This is an optimization exercise on Yosys and OpenROAD, whose aim is small area and a short achievable clock period, not a production implementation.
Function was checked by simulation only, so behaviour that the tests miss may differ from the original.
The flow treats the clock pin as an ideal source, which a real chip does not have.
No activity file was given, so power comes from the tool's default toggle rates.

// mem_slave
module mem_slave #(
  parameter int unsigned WIDTH       = 16,
  parameter int unsigned DEPTH       = 64,
  parameter int unsigned ADDR_WIDTH  = $clog2(DEPTH),
  parameter int unsigned WAIT_CYCLES = 2
) (
  input  logic                  clk,
  input  logic                  res,
  input  logic                  bus_wr_rd,
  input  logic [ADDR_WIDTH-1:0] bus_addr,
  input  logic [WIDTH-1:0]      bus_wdata,
  input  logic                  bus_valid,
  output logic                  bus_ready,
  output logic [WIDTH-1:0]      bus_rdata,
  output logic                  bus_rdata_vld
);
  localparam int N6 = 10;   
  logic             ready_q, w1_q, w2_q, rq1_q, rq2_q, rq3_q, pend_q;
  logic             rdt_q, rdb_q;
  logic [5:0]       ph6_q;       
  logic [3:0]       ph4_q;
  logic             we_q;
  logic [N6:0]      rsel_q;      
  logic [5:0]       o6_q;        
  logic [3:0]       o4_q;        
  logic [3:0]       tsel_q;      
  logic [1:0]       smatch_q;    
  logic [WIDTH-1:0] wdata_q;
  logic [WIDTH-1:0] rdbuf_q;
  logic [WIDTH-1:0] rdata_q;
  logic             rdata_vld_q;
  logic [WIDTH-1:0] m6_q [N6][6];
  logic [WIDTH-1:0] m4_q [4];
  logic             accept;
  logic [2:0]       h, l;
  logic             is4_d;
  logic [N6:0]      rdec;
  logic [5:0]       oh6;
  logic [3:0]       oh4;
  logic [5:0]       pn6;
  logic [3:0]       pn4;
  logic [5:0]       ctl_d;
  logic [WIDTH-1:0] rd_word;
  logic [WIDTH-1:0] rt0, rt1;
  logic             pos_odd;
  assign accept = ready_q && bus_valid;
  logic [WIDTH-1:0] wdata_n;
  assign wdata_n = ~wdata_q;
  ...
==> flow/config.mk <==
export PLATFORM = sky130hd
export DESIGN_NAME = mem_slave
export DESIGN_NICKNAME = mem_slave
export VERILOG_FILES = /design/flow/design.v
export SDC_FILE = /design/flow/constraint.sdc
export NUM_CORES = 4
export LEC_CHECK = 0
export ABC_CLOCK_PERIOD_IN_PS = 2000
export CAP_MARGIN = 20
export CORE_MARGIN = 2
export CORE_UTILIZATION = 40
export CTS_CLUSTER_DIAMETER = 80
export CTS_CLUSTER_SIZE = 25
export SETUP_SLACK_MARGIN = 3.0
export SLEW_MARGIN = 20
export SYNTH_HIERARCHICAL = 1
==> flow/constraint.sdc <==
create_clock -name core_clock -period 5.0 [get_ports {clk}]
set_input_delay 1.0000 -clock core_clock [delete_from_list [all_inputs] [get_ports {clk}]]
set_output_delay 1.0000 -clock core_clock [all_outputs]
set_load 0.01 [all_outputs]
standard.sh (not shown) runs the stock make flow with config.mk's settings and CLKGATE_MAP_FILE= SYNTH_SCRIPT=/design/flow/synth_recipe.tcl, a recipe that flattens the netlist after the stock synthesis.
==> flow/flow/run.sh <==
#!/bin/bash
set -euo pipefail
R=orfs/results/${FLOW_PLATFORM}/mem_slave/base
bash standard.sh cts > std_cts.log 2>&1
cp $R/4_cts.odb $R/4_cts_orig.odb
openroad -no_init -exit flow/clkroot.tcl > clkroot.log 2>&1
bash standard.sh finish > std_finish.log 2>&1
Other scripts of this flow, unchanged in this note and not shown: flow/flow/clkroot.tcl
Change:
--- a/flow/design.v
+++ b/flow/design.v
@@ -54,18 +54,25 @@
   output logic [W-1:0]   y
 );
   logic [W-1:0] a, b;
   always_comb begin
     a = s[1] ? (s[0] ? d[3*W +: W] : d[2*W +: W]) : (s[0] ? d[1*W +: W] : d[0*W +: W]);
     b = s[1] ? (s[0] ? d[7*W +: W] : d[6*W +: W]) : (s[0] ? d[5*W +: W] : d[4*W +: W]);
     y = s[2] ? b : a;
   end
 endmodule
+module ms_mux2 #(parameter int W = 1) (
+  input  logic [W-1:0] d0, d1,
+  input  logic         s,
+  output logic [W-1:0] y
+);
+  assign y = s ? d1 : d0;
+endmodule
 module ms_mux4 #(parameter int W = 1) (
   input  logic [4*W-1:0] d,
   input  logic [1:0]     s,
   output logic [W-1:0]   y
 );
   assign y = s[1] ? (s[0] ? d[3*W +: W] : d[2*W +: W]) : (s[0] ? d[1*W +: W] : d[0*W +: W]);
 endmodule
 module ms_aosel4 #(parameter int W = 1) (
   input  logic [W-1:0] a, b, c, d,
@@ -116,19 +123,19 @@
   logic [WIDTH-1:0] wdata_q;
   logic [WIDTH-1:0] rdbuf_q;
   logic [WIDTH-1:0] rdata_q;
   logic             rdata_vld_q;
   logic [WIDTH-1:0] m6_q [N6][6];
   logic [WIDTH-1:0] m4_q [4];
   logic             accept;
   logic [2:0]       h, l;
   logic             is4_d;
-  logic [N6:0]      rdec;
+  logic [N6:0]      rdec, rsel_d;
   logic [5:0]       oh6;
   logic [3:0]       oh4;
   logic [5:0]       pn6;
   logic [3:0]       pn4;
   logic [5:0]       ctl_d;
   logic [WIDTH-1:0] rd_word;
   logic [WIDTH-1:0] rt0, rt1;
   logic             pos_odd;
   assign accept = ready_q && bus_valid;
@@ -229,18 +236,19 @@
     for (genvar i = 0; i < 11; i++) begin : g_p
       assign pb[i] = pp[i][b];
     end
     for (genvar i = 0; i < 6; i++) begin : g_n
       assign nb[i] = nn[i][b];
     end
     ms_rd_join u_join (.p(pb), .n(nb), .t0(rt0[b]), .t1(rt1[b]));
   end
   assign rd_word = ~(rt0 & rt1);
+  ms_mux2 #(.W(N6+1)) u_rsel (.d0(rsel_q), .d1(rdec), .s(ready_q), .y(rsel_d));
   always_ff @(posedge clk) begin
     if (res) begin
       ready_q     <= 1'b0;
       w1_q        <= 1'b0;
       w2_q        <= 1'b0;
       pend_q      <= 1'b0;
       rdt_q       <= 1'b0;
       rdb_q       <= 1'b0;
       ph6_q       <= 6'd1;
@@ -261,24 +269,24 @@
       else if (rdb_q) rdata_q <= rdbuf_q;
     end
     rq1_q <= res;
     rq2_q <= rq1_q;
     rq3_q <= rq2_q;
   end
   always_ff @(posedge clk) begin
     if (ready_q) begin
       we_q    <= bus_wr_rd;
-      rsel_q  <= rdec;
       o6_q    <= oh6;
       o4_q    <= oh4;
         wdata_q <= bus_wdata;
     end
     {smatch_q, tsel_q} <= ctl_d;
+    rsel_q  <= rsel_d;
     rdbuf_q <= rq3_q ? '0 : rd_word;
   end
   logic [N6:0] wr0, wr1, q0, q1, nwr0, nwr1, sel0, keep0, ws1, wk1;
   always_comb begin
     for (int r = 0; r <= N6; r++) begin
       wr0[r]  = pend_q && rsel_q[r] && smatch_q[0];
       wr1[r]  = pend_q && rsel_q[r] && smatch_q[1];
       q0[r]   = rq1_q || rq2_q || rq3_q || wr0[r];
       q1[r]   = rq1_q || rq2_q || rq3_q || wr1[r];
=> Routed wire length shrinks by 12%; register-to-register slack gains 90 ps; die area is about the same; power shrinks by 2.2%; final cell count barely changes; cell area shrinks by 1.5%; sequential cell count does not change.


The RTL this note starts from:
==> flow/design.v <==
module ms_oai22 #(parameter int W = 1) (
  input  logic [W-1:0] a1, a2, b1, b2,
  output logic [W-1:0] y
);
  assign y = ~((a1 | a2) & (b1 | b2));
endmodule
module ms_aoi22 #(parameter int W = 1) (
  input  logic [W-1:0] a1, a2, b1, b2,
  output logic [W-1:0] y
);
  assign y = ~((a1 & a2) | (b1 & b2));
endmodule
module ms_rd_join (
  input  logic [10:0] p,
  input  logic [5:0]  n,
  output logic        t0, t1
);
  logic [5:0] q;
  logic [2:0] m;
  logic [1:0] r;
  for (genvar i = 0; i < 5; i++) begin : g_q
    ms_nor2 u_q (.a(p[2*i]), .b(p[2*i+1]), .y(q[i]));
  end
  ms_nor2 u_q5 (.a(p[10]), .b(1'b0), .y(q[5]));
  for (genvar i = 0; i < 3; i++) begin : g_m
    ms_nand2 u_m (.a(n[2*i]), .b(n[2*i+1]), .y(m[i]));
  end
  ms_nand3 u_r0 (.a(q[0]), .b(q[1]), .c(q[2]), .y(r[0]));
  ms_nand3 u_r1 (.a(q[3]), .b(q[4]), .c(q[5]), .y(r[1]));
  ms_nor3  u_t0 (.a(r[0]), .b(r[1]), .c(m[0]), .y(t0));
  ms_nor2  u_t1 (.a(m[1]), .b(m[2]), .y(t1));
endmodule
module ms_nand2 (
  input  logic a, b,
  output logic y
);
  assign y = ~(a & b);
endmodule
module ms_nand3 (
  input  logic a, b, c,
  output logic y
);
  assign y = ~(a & b & c);
endmodule
module ms_nor3 (
  input  logic a, b, c,
  output logic y
);
  assign y = ~(a | b | c);
endmodule
module ms_or2 (
  input  logic a, b,
  output logic y
);
  assign y = a | b;
endmodule
module ms_nor2 (
  input  logic a, b,
  output logic y
);
  assign y = ~(a | b);
endmodule
module mem_slave #(
  parameter int unsigned WIDTH       = 16,
  parameter int unsigned DEPTH       = 64,
  parameter int unsigned ADDR_WIDTH  = $clog2(DEPTH),
  parameter int unsigned WAIT_CYCLES = 2
) (
  input  logic                  clk,
  input  logic                  res,
  input  logic                  bus_wr_rd,
  input  logic [ADDR_WIDTH-1:0] bus_addr,
  input  logic [WIDTH-1:0]      bus_wdata,
  input  logic                  bus_valid,
  output logic                  bus_ready,
  output logic [WIDTH-1:0]      bus_rdata,
  output logic                  bus_rdata_vld
);
  localparam int N6 = 10;   
  logic             ready_q, w1_q, w2_q, rq1_q, rq2_q, pend_q;
  logic             rdt_q, rdb_q;
  logic [5:0]       ph6_q;       
  logic [3:0]       ph4_q;
  logic             we_q;
  logic [N6:0]      rsel_q;      
  logic [5:0]       p6_q;        
  logic [3:0]       p4_q;        
  logic [3:0]       tsel_q;      
  logic [1:0]       smatch_q;    
  logic [WIDTH-1:0] wdata_q;
  logic [WIDTH-1:0] rdbuf_q;
  logic [WIDTH-1:0] rdata_q;
  logic             rdata_vld_q;
  logic [WIDTH-1:0] m6_q [N6][6];
  logic [WIDTH-1:0] m4_q [4];
  logic             accept;
  logic [2:0]       h, l;
  logic             is4_d;
  logic [N6:0]      rdec;
  logic [5:0]       oh6;
  logic [3:0]       oh4;
  logic [5:0]       p6_d;
  logic [3:0]       p4_d;
  logic [WIDTH-1:0] rd_word;
  logic [WIDTH-1:0] rt0, rt1;
  logic             pos_odd;
  assign accept = ready_q && bus_valid;
  logic [WIDTH-1:0] wdata_n;
  assign wdata_n = ~wdata_q;
  assign h     = bus_addr[5:3];
  assign l     = bus_addr[2:0];
  assign is4_d = l[2] && l[1] && h[2] && h[1];
  always_comb begin
    for (int r = 0; r < 8; r++) rdec[r] = (h == 3'(r)) && !(l[2] && l[1]);
    rdec[8]  = l[2] && l[1] && !l[0] && !(h[2] && h[1]);
    rdec[9]  = l[2] && l[1] &&  l[0] && !(h[2] && h[1]);
    rdec[10] = is4_d;
  end
  always_comb begin
    for (int o = 0; o < 6; o++) oh6[o] = (l == 3'(o)) || (l[2] && l[1] && h == 3'(o));
    for (int o = 0; o < 4; o++) oh4[o] = is4_d && l[0] == o[1] && h[0] == o[0];
  end
  always_comb begin
    for (int k = 0; k < 6; k++) begin
      p6_d[k] = 1'b0;
      for (int o = 0; o < 6; o++) p6_d[k] = p6_d[k] | (oh6[o] && ph6_q[(k - o + 11) % 6]);
      if (!ready_q) p6_d[k] = p6_q[(k + 5) % 6];
    end
    for (int k = 0; k < 4; k++) begin
      p4_d[k] = 1'b0;
      for (int o = 0; o < 4; o++) p4_d[k] = p4_d[k] | (oh4[o] && ph4_q[(k - o + 7) % 4]);
      if (!ready_q) p4_d[k] = p4_q[(k + 3) % 4];
    end
  end
  assign pos_odd = p6_d[1] || p6_d[3] || p6_d[5] || p4_d[1] || p4_d[3];
  logic [N6:0]      s0, ns0;
  logic [N6-1:0]    s1, ns1, s2;
  logic             s3;
  always_comb begin
    for (int r = 0; r <= N6; r++) s0[r] = rsel_q[r] && tsel_q[0];
    for (int r = 0; r < N6; r++) begin
      s1[r] = rsel_q[r] && tsel_q[1];
      s2[r] = rsel_q[r] && tsel_q[2];
    end
    s3  = tsel_q[3];
    ns0 = ~s0;
    ns1 = ~s1;
  end
  logic [WIDTH-1:0] pp [11];
  logic [WIDTH-1:0] nn [6];
  for (genvar i = 0; i < 5; i++) begin : g_rd
    ms_oai22 #(.W(WIDTH)) u_g0 (
      .a1(m6_q[2*i][0]), .a2({WIDTH{ns0[2*i]}}),
      .b1(m6_q[2*i+1][0]), .b2({WIDTH{ns0[2*i+1]}}), .y(pp[i]));
    ms_oai22 #(.W(WIDTH)) u_g1 (
      .a1(m6_q[2*i][2]), .a2({WIDTH{ns1[2*i]}}),
      .b1(m6_q[2*i+1][2]), .b2({WIDTH{ns1[2*i+1]}}), .y(pp[5+i]));
    ms_aoi22 #(.W(WIDTH)) u_g2 (
      .a1(m6_q[2*i][4]), .a2({WIDTH{s2[2*i]}}),
      .b1(m6_q[2*i+1][4]), .b2({WIDTH{s2[2*i+1]}}), .y(nn[i]));
  end
  assign pp[10] = ~(m4_q[0] | {WIDTH{ns0[N6]}});
  assign nn[5]  = ~(m4_q[2] & {WIDTH{s3}});
  for (genvar b = 0; b < WIDTH; b++) begin : g_join
    logic [10:0] pb;
    logic [5:0]  nb;
    for (genvar i = 0; i < 11; i++) begin : g_p
      assign pb[i] = pp[i][b];
    end
    for (genvar i = 0; i < 6; i++) begin : g_n
      assign nb[i] = nn[i][b];
    end
    ms_rd_join u_join (.p(pb), .n(nb), .t0(rt0[b]), .t1(rt1[b]));
  end
  assign rd_word = ~(rt0 & rt1);
  always_ff @(posedge clk) begin
    if (res) begin
      ready_q     <= 1'b0;
      w1_q        <= 1'b0;
      w2_q        <= 1'b0;
      pend_q      <= 1'b0;
      rdt_q       <= 1'b0;
      rdb_q       <= 1'b0;
      ph6_q       <= 6'd1;
      ph4_q       <= 4'd1;
      rdata_q     <= '0;
      rdata_vld_q <= 1'b0;
    end else begin
      ready_q     <= !accept && !w1_q;
      w1_q        <= accept;
      w2_q        <= w1_q;
      pend_q      <= (accept && bus_wr_rd) || (we_q && (w1_q || w2_q));
      rdt_q       <= w1_q && !we_q && !pos_odd;
      rdb_q       <= w1_q && !we_q && pos_odd;
      ph6_q       <= {ph6_q[4:0], ph6_q[5]};
      ph4_q       <= {ph4_q[2:0], ph4_q[3]};
      rdata_vld_q <= w2_q && !we_q;
      if (rdt_q) rdata_q <= rd_word;
      else if (rdb_q) rdata_q <= rdbuf_q;
    end
    rq1_q <= res;
    rq2_q <= rq1_q;
  end
  always_ff @(posedge clk) begin
    if (ready_q) begin
      we_q    <= bus_wr_rd;
      rsel_q  <= rdec;
        wdata_q <= bus_wdata;
    end
    p6_q        <= p6_d;
    p4_q        <= p4_d;
    tsel_q      <= {p4_d[1] || p4_d[2], p6_d[3] || p6_d[4], p6_d[1] || p6_d[2],
                    p6_d[5] || p6_d[0] || p4_d[0] || p4_d[3]};
    smatch_q[0] <= p6_d[5] || p4_d[3];
    smatch_q[1] <= p6_d[2] || p4_d[1];
    rdbuf_q <= rd_word;
  end
  logic [N6:0] wr0, wr1, q0, q1, nwr0, nwr1, sel0, keep0, ws1, wk1;
  always_comb begin
    for (int r = 0; r <= N6; r++) begin
      wr0[r]  = pend_q && rsel_q[r] && smatch_q[0];
      wr1[r]  = pend_q && rsel_q[r] && smatch_q[1];
      q0[r]   = rq1_q || rq2_q || wr0[r];
      q1[r]   = rq1_q || rq2_q || wr1[r];
    end
    nwr0 = ~wr0;
    nwr1 = ~wr1;
  end
  for (genvar r = 0; r <= N6; r++) begin : g_ws
    ms_nor2 u_sel0  (.a(res), .b(nwr0[r]), .y(sel0[r]));
    ms_nor2 u_keep0 (.a(res), .b(q0[r]),   .y(keep0[r]));
    ms_or2  u_ws1   (.a(res), .b(q1[r]),   .y(ws1[r]));
    ms_or2  u_wk1   (.a(res), .b(nwr1[r]), .y(wk1[r]));
  end
  logic [WIDTH-1:0] d6s0 [N6];
  logic [WIDTH-1:0] d6s1 [N6];
  logic [WIDTH-1:0] d4s0, d4s1;
  for (genvar r = 0; r < N6; r++) begin : g_slot
    ms_aoi22 #(.W(WIDTH)) u_s0 (
      .a1(m6_q[r][5]), .a2({WIDTH{keep0[r]}}), .b1(wdata_q), .b2({WIDTH{sel0[r]}}), .y(d6s0[r]));
    ms_oai22 #(.W(WIDTH)) u_s1 (
      .a1(m6_q[r][2]), .a2({WIDTH{ws1[r]}}), .b1(wdata_n), .b2({WIDTH{wk1[r]}}), .y(d6s1[r]));
  end
  ms_aoi22 #(.W(WIDTH)) u_s40 (
    .a1(m4_q[3]), .a2({WIDTH{keep0[N6]}}), .b1(wdata_q), .b2({WIDTH{sel0[N6]}}), .y(d4s0));
  ms_oai22 #(.W(WIDTH)) u_s41 (
    .a1(m4_q[1]), .a2({WIDTH{ws1[N6]}}), .b1(wdata_n), .b2({WIDTH{wk1[N6]}}), .y(d4s1));
  always_ff @(posedge clk) begin
    for (int r = 0; r < N6; r++) begin
      m6_q[r][0] <= d6s0[r];
      m6_q[r][1] <= m6_q[r][0];
      m6_q[r][2] <= m6_q[r][1];
      m6_q[r][3] <= d6s1[r];
      m6_q[r][4] <= m6_q[r][3];
      m6_q[r][5] <= m6_q[r][4];
    end
    m4_q[0] <= d4s0;
    m4_q[1] <= m4_q[0];
    m4_q[2] <= d4s1;
    m4_q[3] <= m4_q[2];
  end
  assign bus_ready     = ready_q;
  assign bus_rdata     = rdata_q;
  assign bus_rdata_vld = rdata_vld_q;
endmodule
clock: 5.0 ns
lec_check: 0
abc_clock_period_in_ps: 2000
cap_margin: 20
core_margin: 2
core_utilization: 40
cts_cluster_diameter: 80
cts_cluster_size: 25
setup_slack_margin: 2.8
slew_margin: 20
synth_hierarchical: 1
run.sh (not shown) runs the stock make flow with config.mk's settings and CLKGATE_MAP_FILE= SYNTH_SCRIPT=/design/flow/synth_recipe.tcl, a recipe that flattens the netlist after the stock synthesis.
Stock flow here: none of the scripts above is used.
Rerun with:
--- a/flow/design.v
+++ b/flow/design.v
@@ -74,13 +74,13 @@
   input  logic                  bus_valid,
   output logic                  bus_ready,
   output logic [WIDTH-1:0]      bus_rdata,
   output logic                  bus_rdata_vld
 );
   localparam int N6 = 10;   
-  logic             ready_q, w1_q, w2_q, rq1_q, rq2_q, pend_q;
+  logic             ready_q, w1_q, w2_q, rq1_q, rq2_q, rq3_q, pend_q;
   logic             rdt_q, rdb_q;
   logic [5:0]       ph6_q;       
   logic [3:0]       ph4_q;
   logic             we_q;
   logic [N6:0]      rsel_q;      
   logic [5:0]       p6_q;        
@@ -197,12 +197,13 @@
       rdata_vld_q <= w2_q && !we_q;
       if (rdt_q) rdata_q <= rd_word;
       else if (rdb_q) rdata_q <= rdbuf_q;
     end
     rq1_q <= res;
     rq2_q <= rq1_q;
+    rq3_q <= rq2_q;
   end
   always_ff @(posedge clk) begin
     if (ready_q) begin
       we_q    <= bus_wr_rd;
       rsel_q  <= rdec;
         wdata_q <= bus_wdata;
@@ -210,30 +211,30 @@
     p6_q        <= p6_d;
     p4_q        <= p4_d;
     tsel_q      <= {p4_d[1] || p4_d[2], p6_d[3] || p6_d[4], p6_d[1] || p6_d[2],
                     p6_d[5] || p6_d[0] || p4_d[0] || p4_d[3]};
     smatch_q[0] <= p6_d[5] || p4_d[3];
     smatch_q[1] <= p6_d[2] || p4_d[1];
-    rdbuf_q <= rd_word;
+    rdbuf_q <= rq3_q ? '0 : rd_word;
   end
   logic [N6:0] wr0, wr1, q0, q1, nwr0, nwr1, sel0, keep0, ws1, wk1;
   always_comb begin
     for (int r = 0; r <= N6; r++) begin
       wr0[r]  = pend_q && rsel_q[r] && smatch_q[0];
       wr1[r]  = pend_q && rsel_q[r] && smatch_q[1];
-      q0[r]   = rq1_q || rq2_q || wr0[r];
-      q1[r]   = rq1_q || rq2_q || wr1[r];
+      q0[r]   = rq1_q || rq2_q || rq3_q || wr0[r];
+      q1[r]   = rq1_q || rq2_q || rq3_q || wr1[r];
     end
     nwr0 = ~wr0;
     nwr1 = ~wr1;
   end
   for (genvar r = 0; r <= N6; r++) begin : g_ws
-    ms_nor2 u_sel0  (.a(res), .b(nwr0[r]), .y(sel0[r]));
-    ms_nor2 u_keep0 (.a(res), .b(q0[r]),   .y(keep0[r]));
-    ms_or2  u_ws1   (.a(res), .b(q1[r]),   .y(ws1[r]));
-    ms_or2  u_wk1   (.a(res), .b(nwr1[r]), .y(wk1[r]));
+    ms_nor2 u_sel0  (.a(1'b0), .b(nwr0[r]), .y(sel0[r]));
+    ms_nor2 u_keep0 (.a(1'b0), .b(q0[r]),   .y(keep0[r]));
+    ms_or2  u_ws1   (.a(1'b0), .b(q1[r]),   .y(ws1[r]));
+    ms_or2  u_wk1   (.a(1'b0), .b(nwr1[r]), .y(wk1[r]));
   end
   logic [WIDTH-1:0] d6s0 [N6];
   logic [WIDTH-1:0] d6s1 [N6];
   logic [WIDTH-1:0] d4s0, d4s1;
   for (genvar r = 0; r < N6; r++) begin : g_slot
     ms_aoi22 #(.W(WIDTH)) u_s0 (
Outcome:
- clock power fell slightly
- sequential cell count rose by 1
- clock-buffer cell count fell by 1
- core utilization rose by 0.51 points
- final cell count rose slightly
- sequential share of layout area fell by 0.70 points
- global-route usage rose by 2.8 points

==> static timing again, ports no longer ideal <==
Ports are ideal in the flow. The routed layouts listed here were re-timed in OpenROAD.
Step 1 assumes that a clkbuf_16 drives the clock port and a buf_2 every other input.
Step 2 times the ports against the registers' clock, not the clock port: input delays grow and output delays shrink by t, the midpoint of the rising clock arrivals with the driver on.
Slacks: no drivers / after step 1 / after step 2; pairs: no drivers / after step 1.
run	t (ns)	setup slack, ns	cell pins on the clock port's net
the first run of note 1	0.566	2.951 / 2.884 / 2.514	4
the second run of note 1	0.569	3.026 / 2.896 / 2.577	4
the first run of note 2	0.708	2.809 / 2.776 / 2.140	1
the second run of note 2	0.679	2.793 / 2.772 / 2.218	1
After both steps every run listed still meets setup and hold. The setup slack of the first run of note 2, which loses most, moves by -0.033 ns with the drivers and by -0.669 ns with both steps.
